Source: an optimization exercise on an open RTL-to-GDS flow (aim: small area, a short achievable clock period and few clock cycles per item). Production flows keep margins and buffers that such runs may drop. RTL that was checked went through simulation tests only; none was proved equivalent to the original.

the baseline:
==> flow/design.v (excerpt) <==
module sm3Compress (
	input  logic          clk,
	input  logic          enable,
	input  logic          start,
	input  logic [255:0]  chainIn,
	input  logic [511:0]  block,
	output logic [255:0]  chainOut,
	output logic          busy,
	output logic          done
);
	logic         accept;
	logic         high;
	logic         lastRound;
	logic         lowLast;
	sm3Pkg::wordT wNext;
	sm3Pkg::wordT wNextPrime;
	sm3RoundCtrl u_ctrl (
		.clk       (clk),
		.enable    (enable),
		.start     (start),
		.accept    (accept),
		.high      (high),
		.lastRound (lastRound),
		.lowLast   (lowLast),
		.busy      (busy),
		.done      (done)
	);
	sm3MsgExpand u_expand (
		.clk        (clk),
		.accept     (accept),
		.block      (block),
		.wNext      (wNext),
		.wNextPrime (wNextPrime)
	);
	sm3RoundState u_round (
		.clk        (clk),
		.enable     (enable),
		.accept     (accept),
		.high       (high),
		.lastRound  (lastRound),
		.lowLast    (lowLast),
		.chainIn    (chainIn),
		.block      (block),
		.wNext      (wNext),
		.wNextPrime (wNextPrime),
		.chainOut   (chainOut)
	);
endmodule
Settings: LEC_CHECK=0, CAP_MARGIN=20, CORE_MARGIN=2, CORE_UTILIZATION=40, PLACE_DENSITY=0.6, SETUP_SLACK_MARGIN=5, SLEW_MARGIN=20; clock period 10.0 ns.
run.sh (not shown) runs the stock make flow with config.mk's settings and CLKGATE_MAP_FILE= SYNTH_SCRIPT=/design/flow/synth_recipe.tcl, a recipe that flattens the netlist after the stock synthesis.
### the baseline -> the candidate
==> flow/flow/run.sh (new file) <==
#!/bin/bash
set -e
export BUFFER_PORTS_ARGS="-buffer_cell sky130_fd_sc_hd__buf_1"
bash standard.sh > standard.log 2>&1
==> flow/standard.sh (new file) <==
#!/bin/bash
# synth_recipe.tcl (not shown) runs the flow's synth.tcl, then flattens the netlist and writes it again
# the make line also repeats each setting of config.mk as NAME=value (left out here)
make -C /OpenROAD-flow-scripts/flow DESIGN_CONFIG=/design/flow/config.mk WORK_HOME=/design/flow/orfs CLKGATE_MAP_FILE= SYNTH_SCRIPT=/design/flow/synth_recipe.tcl "${@:-finish}"
removed: flow/run.sh
The candidate finished all stages; the layout is clean. The run showing the greater combined buffer and inverter count along the critical path is the candidate. Maximum net fanout on the critical path up 1 in the candidate wrt the baseline. On the candidate: non-clock buffer count is 15 lower than what the baseline gave. dfrtp_2 as the standard cell with the maximum stage delay on the critical path was reported by the candidate, and xnor3_2 by the baseline. The candidate improves on the baseline in first-iteration DRC count. Per the comparison of the candidate with the baseline, number of non-clock inverters picked up an extra 1; worst hold slack across all endpoints neither gained nor lost much; clock latency on the worst-skew pair picked up an extra 0.03 ns; first-pass detailed-route iteration total lost 1. Per the comparison of the candidate with the baseline, post-layout worst setup margin picked up an extra 0.033 ns.
No functional check of the RTL was part of any run of this note.

sm3Compress, a different RTL version from the one above (not shown whole).
Size in the first run: about 7,400 cells after synthesis, roughly 1,300 flip-flops, roughly 1,000 I/O pins, roughly 0.062 sq mm of cells after synthesis.
export LEC_CHECK = 0
export ABC_AREA = 1
export CAP_MARGIN = 20
export CORE_MARGIN = 2
export CORE_UTILIZATION = 60
export PLACE_DENSITY = 0.7
export SETUP_SLACK_MARGIN = 4.7
export SLEW_MARGIN = 20
create_clock -name core_clock -period 10.0 [get_ports {clk}]
standard.sh (not shown) runs the stock make flow with config.mk's settings and CLKGATE_MAP_FILE= SYNTH_SCRIPT=/design/flow/synth_recipe.tcl, a recipe that flattens the netlist after the stock synthesis.
==> flow/flow/run.sh <==
#!/bin/bash
# The standard layout (standard.sh) with single-strength port buffers and
# a clock tree of clkbuf_8 buffers without dummy balancing loads
set -e
export BUFFER_PORTS_ARGS="-buffer_cell sky130_fd_sc_hd__buf_1"
export CTS_ARGS="-sink_clustering_enable -repair_clock_nets -dont_use_dummy_load -buf_list {sky130_fd_sc_hd__clkbuf_8}"
bash standard.sh > standard.log 2>&1
The baseline ran to the end with no violations.
Testbench counts at the start, summed over its fixed seeds: cycles 12,488, blocks 192.
Edit:
CORE_UTILIZATION = 50   (was 60)
PLACE_DENSITY = 0.6   (was 0.7)
SETUP_SLACK_MARGIN = 5   (was 4.7)
Outcome: The changed run ran to the end with no violations; clock-buffer cell count goes up by 9; non-clock buffer count went up by 89; worst setup slack gains 0.025 ns; design area goes up by a few percent; first-iteration DRC count is lower by about a fifth; wire length rose by a few percent; sequential share of layout area falls by 2.1 points; synthesized cell count is unchanged.

== JK ==
sm3Compress, a different RTL version from the one above (not shown whole).
Size: ~61000 sq um of cells after synthesis.
Settings: LEC_CHECK=0, ABC_AREA=1, CAP_MARGIN=20, CORE_MARGIN=2, CORE_UTILIZATION=60, PLACE_DENSITY=0.7, SETUP_SLACK_MARGIN=5, SLEW_MARGIN=20; clock period 10.0 ns.
==> flow/flow/run.sh <==
#!/bin/bash
set -e
export BUFFER_PORTS_ARGS="-buffer_cell sky130_fd_sc_hd__buf_1"
bash standard.sh > standard.log 2>&1
Inputs modified between JK and MS:
# JK
export LEC_CHECK = 0
export ABC_AREA = 1
export CAP_MARGIN = 20
export CORE_MARGIN = 2
export CORE_UTILIZATION = 60
export PLACE_DENSITY = 0.7
export SETUP_SLACK_MARGIN = 5
export SLEW_MARGIN = 20
create_clock -name core_clock -period 10.0 [get_ports {clk}]
# MS
export LEC_CHECK = 0
export ABC_AREA = 1
export CAP_MARGIN = 20
export CORE_MARGIN = 2
export CORE_UTILIZATION = 40
export PLACE_DENSITY = 0.6
export SETUP_SLACK_MARGIN = 5
export SLEW_MARGIN = 20
create_clock -name core_clock -period 10.0 [get_ports {clk}]
Notes after the runs:
As far as summed negative setup slack over all endpoints goes, JK and MS are indistinguishable; the numbers are identical.
Per the comparison of MS with JK, die outline area higher, sequential cell count of the final layout roughly the same, first-pass GRT wire length higher, share of final-layout standard cells stronger than drive strength 1 higher, time the final worst path needs with I/O delays and setup higher.
> inputs changed (MS -> AL)
# MS
export LEC_CHECK = 0
export ABC_AREA = 1
export CAP_MARGIN = 20
export CORE_MARGIN = 2
export CORE_UTILIZATION = 40
export PLACE_DENSITY = 0.6
export SETUP_SLACK_MARGIN = 5
export SLEW_MARGIN = 20
create_clock -name core_clock -period 10.0 [get_ports {clk}]
# AL
export LEC_CHECK = 0
export CAP_MARGIN = 20
export CORE_MARGIN = 2
export CORE_UTILIZATION = 40
export PLACE_DENSITY = 0.6
export SETUP_SLACK_MARGIN = 5
export SLEW_MARGIN = 20
create_clock -name core_clock -period 10.0 [get_ports {clk}]
[summary]
- AL vs MS: total number of vias down by a little under 10%
- Highest fanout seen on the critical path in AL is 2 below MS.
- MS has a higher count of standard-cell rows than AL.
- AL vs MS on non-clock buffer count: AL is the lower one.
- AL — fraction of area in registers 1.7 points higher, MS as reference
- Met3 wirelength from detailed routing: AL vs MS down 6.1%
- Re via count normalized by instance count: AL is 0.099 up on MS.
- [compare] base=MS new=AL: fraction of layout instances using a drive strength above 1 down 2.6 points, final hold slack up 3.5 ps, utilization after layout shows a reduction of 0.84 points.
Function was not checked in any run of this note: the RTL went through the layout flow alone.

## alpha
sm3Compress with an RTL version that a note above also has.
Size: ~1300 flip-flops, roughly 1000 I/O pins, ~62000 um^2 of cells after synthesis.
## sm3Compress
module sm3Compress (
	input  logic          clk,
	input  logic          enable,
	input  logic          start,
	input  logic [255:0]  chainIn,
	input  logic [511:0]  block,
	output logic [255:0]  chainOut,
	output logic          busy,
	output logic          done
);
clock: 10.0 ns
lec_check: 0
abc_area: 1
cap_margin: 20
core_margin: 2
core_utilization: 60
place_density: 0.8
setup_slack_margin: 5
slew_margin: 20
==> flow/flow/run.sh <==
#!/bin/bash
# The standard layout (standard.sh) with single-strength port buffers and
# a clock tree of clkbuf_8 buffers without dummy balancing loads
set -e
export BUFFER_PORTS_ARGS="-buffer_cell sky130_fd_sc_hd__buf_1"
export CTS_ARGS="-sink_clustering_enable -repair_clock_nets -dont_use_dummy_load -buf_list {sky130_fd_sc_hd__clkbuf_8}"
bash standard.sh > standard.log 2>&1
Testbench counts of alpha, summed over its fixed seeds: cycles 12,488, blocks 192.
For beta, these inputs were changed with respect to alpha:
Settings: swapping 0.8 for 0.7 in PLACE_DENSITY.
==> flow/flow/run.sh <==
#!/bin/bash
# The standard layout (standard.sh) with single-strength port buffers and
# a clock tree of clkbuf_4 and clkbuf_8 buffers without dummy balancing loads
set -e
export BUFFER_PORTS_ARGS="-buffer_cell sky130_fd_sc_hd__buf_1"
export CTS_ARGS="-sink_clustering_enable -repair_clock_nets -dont_use_dummy_load -buf_list {sky130_fd_sc_hd__clkbuf_4 sky130_fd_sc_hd__clkbuf_8} -sink_clustering_size 24"
bash standard.sh > standard.log 2>&1
Results
In the metrics for alpha and beta, the one carrying the lower wire length of the first global-routing pass is beta.
Going from alpha to beta, cell area after layout shrank slightly.
Compared with alpha, beta shows a number of antenna violations at the first check in global routing that is 15 higher.
beta vs alpha: met3 routing resource usage after global routing down in beta
beta vs alpha, slowest library cell on the worst path: sky130_fd_sc_hd__fa_1 vs sky130_fd_sc_hd__fa_2
Cmp beta vs alpha: final worst clock skew higher in beta
## Diff of input files: gamma against beta
Settings: PLACE_DENSITY: 0.7 -> 0.8; CORE_UTILIZATION: 60 -> 70.
==> flow/flow/run.sh <==
#!/bin/bash
set -e
export BUFFER_PORTS_ARGS="-buffer_cell sky130_fd_sc_hd__buf_1"
bash standard.sh > standard.log 2>&1
--- outcome ---
Cell area after placement was higher in the run labelled beta. [compare] base=beta new=gamma: width of the chip has decreased, number of placed instances, taps included has decreased. gamma never completed; the flow aborted with a tool error in 5_1_grt. Of gamma and beta, it is gamma that has the higher post-CTS setup repair buffer count. From beta to gamma the numbers moved as follows: fraction of the mapped netlist area in simple logic gates about even; adder-cell share of the synthesized area about even; post-cts gate resize count rose 22%; synthesized cell count about even.
Here is what was changed in the inputs of delta compared with gamma.
Settings: PLACE_DENSITY: 0.8 -> 0.62; CORE_UTILIZATION: 70 -> 60.
diff --git a/flow/flow/run.sh b/flow/flow/run.sh
--- a/flow/flow/run.sh
+++ b/flow/flow/run.sh
@@ -1,0 +2,2 @@
+# The standard layout (standard.sh) with single-strength port buffers and
+# a clock tree of clkbuf_8 buffers without dummy balancing loads
@@ -3,0 +6 @@
+export CTS_ARGS="-sink_clustering_enable -repair_clock_nets -dont_use_dummy_load -buf_list {sky130_fd_sc_hd__clkbuf_8}"
[summary]
delta reached the end of the flow, and the finished layout is clean on the timing, design-rule and antenna checks. delta: floorplan die height about 8% above gamma. In delta the post-CTS setup-driven buffer insertion count turned out 63% lower than in gamma. Going from gamma to delta, the starting density of the core was found to have gone down by 9.7 points. Pre-CTS setup slack for delta: 0.16 ns down relative to gamma. Relative to gamma, post-placement cell area has gone up in delta. As far as synthesized area goes, delta and gamma are indistinguishable; the numbers are identical. Number of CTS-inserted buffers: delta vs gamma up 73. gamma → delta: number of rows in the core area went up 8; number of storage elements in the synthesis netlist held; number of enable-type register cells in the synthesized netlist held.

Another version of the RTL of sm3Compress (not shown whole).
Size in the first run: ~6600 cells after synthesis, roughly 1000 I/O pins, roughly 60000 µm² of cells after synthesis.
Settings: LEC_CHECK=0, ABC_CLOCK_PERIOD_IN_PS=4000, CAP_MARGIN=20, CORE_MARGIN=2, CORE_UTILIZATION=40, PLACE_DENSITY=0.6, SETUP_SLACK_MARGIN=5, SLEW_MARGIN=20; clock period 10.0 ns.
run.sh (not shown) runs the stock make flow with config.mk's settings and CLKGATE_MAP_FILE= SYNTH_SCRIPT=/design/flow/synth_recipe.tcl, a recipe that flattens the netlist after the stock synthesis.
Stock flow here: none of the scripts above is used.
Testbench counts at the start, summed over its fixed seeds: cycles 12,488, blocks 192.
Then changed:
- ABC_CLOCK_PERIOD_IN_PS: 4000 -> unset
Result: Cell area does not change; register-to-register slack barely changes; hold slack stays the same; setup slack is unchanged.

RTL: one of the versions met above, not the one the previous note started from.
Size in the first run: ~7,400 cells after synthesis, about 1,000 I/O pins, about 0.062 mm² of cells after synthesis.
==> flow/config.mk <==
export PLATFORM = sky130hd
export DESIGN_NAME = sm3Compress
export DESIGN_NICKNAME = sm3Compress
export VERILOG_FILES = /design/flow/design.v
export SDC_FILE = /design/flow/constraint.sdc
export NUM_CORES = 4
export LEC_CHECK = 0
export ABC_AREA = 1
export ABC_CLOCK_PERIOD_IN_PS = 4000
export CAP_MARGIN = 20
export CORE_MARGIN = 2
export CORE_UTILIZATION = 60
export PLACE_DENSITY = 0.7
export SETUP_SLACK_MARGIN = 5
export SLEW_MARGIN = 20
==> flow/constraint.sdc <==
create_clock -name core_clock -period 10.0 [get_ports {clk}]
set_input_delay 2.0000 -clock core_clock [delete_from_list [all_inputs] [get_ports {clk}]]
set_output_delay 2.0000 -clock core_clock [all_outputs]
set_load 0.01 [all_outputs]
standard.sh (not shown) runs the stock make flow with config.mk's settings and CLKGATE_MAP_FILE= SYNTH_SCRIPT=/design/flow/synth_recipe.tcl, a recipe that flattens the netlist after the stock synthesis.
==> flow/flow/run.sh <==
#!/bin/bash
# The standard layout (standard.sh) with single-strength port buffers and
# a clock tree of clkbuf_8 buffers without dummy balancing loads
set -e
export BUFFER_PORTS_ARGS="-buffer_cell sky130_fd_sc_hd__buf_1"
export CTS_ARGS="-sink_clustering_enable -repair_clock_nets -dont_use_dummy_load -buf_list {sky130_fd_sc_hd__clkbuf_8}"
bash standard.sh > standard.log 2>&1
The starting point completed with no timing, DRC or antenna violations.
Testbench counts at the start, summed over its fixed seeds: cycles 12,488, blocks 192.
==> next run, changes <==
==> flow/flow/run.sh (replaced) <==
#!/bin/bash
set -e
export BUFFER_PORTS_ARGS="-buffer_cell sky130_fd_sc_hd__buf_1"
sed -e 's/SETUP_SLACK_MARGIN=[0-9.]*/SETUP_SLACK_MARGIN=6/' standard.sh > standard_tight.sh
bash standard_tight.sh > standard.log 2>&1
ABC_CLOCK_PERIOD_IN_PS = not set   (was 4000)
After rerunning: The new run went through all stages and came out clean. Critical path depth is higher by 4. Register-to-register slack loses 0.57 ns. Worst hold slack gains 0.026 ns. Area after synthesis does not change. Synthesized cell count is unchanged. Setup slack loses 0.57 ns. Non-clock buffer count is higher by 183. Cell count is higher by 2.3%. Final area is higher by 9.8%.
==> next run, changes <==
==> flow/flow/run.sh (replaced) <==
#!/bin/bash
# The standard layout (standard.sh) with single-strength port buffers and
# a clock tree of clkbuf_8 buffers without dummy balancing loads
set -e
export BUFFER_PORTS_ARGS="-buffer_cell sky130_fd_sc_hd__buf_1"
export CTS_ARGS="-sink_clustering_enable -repair_clock_nets -dont_use_dummy_load -buf_list {sky130_fd_sc_hd__clkbuf_8}"
bash standard.sh > standard.log 2>&1
Design area decreases by 8.9%.
Routed wire length fell by 8.6%.
Cell count drops by 2.2%.
Non-clock buffer count fell by 183.
Global-route usage went down by 3.1 points.
Worst setup slack improved by 0.57 ns.
==> next run, changes <==
==> flow/flow/run.sh (replaced) <==
#!/bin/bash
set -e
export BUFFER_PORTS_ARGS="-buffer_cell sky130_fd_sc_hd__buf_1"
bash standard.sh > standard.log 2>&1
CORE_UTILIZATION = 40   (was 60)
PLACE_DENSITY = 0.6   (was 0.7)
What happened: Clock-buffer cell count rises by 12. Global-route usage shrinks by 12 points. Worst setup slack is worse by 0.0062 ns. Wire length climbs by about 8%.
==> next run, changes <==
==> flow/flow/run.sh (replaced) <==
#!/bin/bash
# The standard layout (standard.sh) with single-strength port buffers and
# a clock tree of clkbuf_8 buffers without dummy balancing loads
set -e
export BUFFER_PORTS_ARGS="-buffer_cell sky130_fd_sc_hd__buf_1"
export CTS_ARGS="-sink_clustering_enable -repair_clock_nets -dont_use_dummy_load -buf_list {sky130_fd_sc_hd__clkbuf_8}"
bash standard.sh > standard.log 2>&1
CORE_UTILIZATION = 65   (was 40)
PLACE_DENSITY = 0.75   (was 0.6)
Register-to-register slack gets worse by 0.19 ns.
Synthesized cell count stays the same.
Design area is lower by 2.9%.
Area after synthesis does not change.
Routed wire length is lower by 4.7%.
Cell count is lower by 7.2%.
Global-route usage is higher by 17 points.
Core utilization is higher by 29 points.
Flip-flop and latch count is unchanged.

-- afterwards: timing with drivers on the ports --
How much do the figures lean on ideal ports? The routed layouts below were timed once more, with nothing changed but the port constraints.
Step 1 sets driving cells, clkbuf_16 on the clock port and buf_2 on the other inputs (assumed; they add their load-dependent delay and slew).
Step 2 adds t to the input delays and takes it off the output delays; t is the mean of the earliest and latest rising clock arrival at the registers after step 1. Input paths then give back, and output paths get back, about the clock's delay inside the block.
a / b / c = no drivers / after step 1 / after step 2; a / b = the first two.
run	t, ns	setup slack, ns	hold WS [ns]	worst slew at a driven data input, ns
the baseline	0.855	3.830 / 3.830 / 3.830	0.406 / 0.406 / 0.406	0.25
the candidate	0.881	3.864 / 3.864 / 3.864	0.408 / 0.408 / 0.408	0.24
the first run of note 2	0.966	4.753 / 4.753 / 3.975	0.390 / 0.390 / 0.390	0.22
the second run of note 2	0.984	4.779 / 4.779 / 4.224	0.381 / 0.381 / 0.381	0.22
JK	0.841	4.878 / 4.878 / 4.301	0.424 / 0.424 / 0.424	0.27
MS	0.878	4.801 / 4.801 / 4.314	0.412 / 0.412 / 0.412	0.25
AL	0.865	3.833 / 3.833 / 3.833	0.415 / 0.415 / 0.415	0.21
alpha	0.939	4.851 / 4.851 / 4.327	0.401 / 0.401 / 0.401	0.22
beta	0.978	4.944 / 4.944 / 4.207	0.385 / 0.385 / 0.385	0.23
delta	0.944	4.964 / 4.964 / 4.133	0.384 / 0.384 / 0.384	0.25
the first run of note 5	0.882	3.455 / 3.455 / 3.455	0.413 / 0.413 / 0.413	0.23
the second run of note 5	0.882	3.455 / 3.455 / 3.455	0.413 / 0.413 / 0.413	0.23
the first run of note 6	0.959	4.966 / 4.966 / 4.288	0.396 / 0.396 / 0.396	0.21
the second run of note 6	0.869	4.398 / 4.398 / 4.398	0.422 / 0.422 / 0.422	0.26
the third run of note 6	0.959	4.966 / 4.966 / 4.288	0.396 / 0.396 / 0.396	0.21
the fourth run of note 6	0.833	4.960 / 4.960 / 4.350	0.423 / 0.423 / 0.423	0.27
the fifth run of note 6	0.971	4.768 / 4.768 / 4.153	0.383 / 0.383 / 0.383	0.26
After both steps every run listed still meets setup and hold. For delta, which loses most, drivers alone change the setup slack by 0.000 ns; drivers and shift together by -0.831 ns.
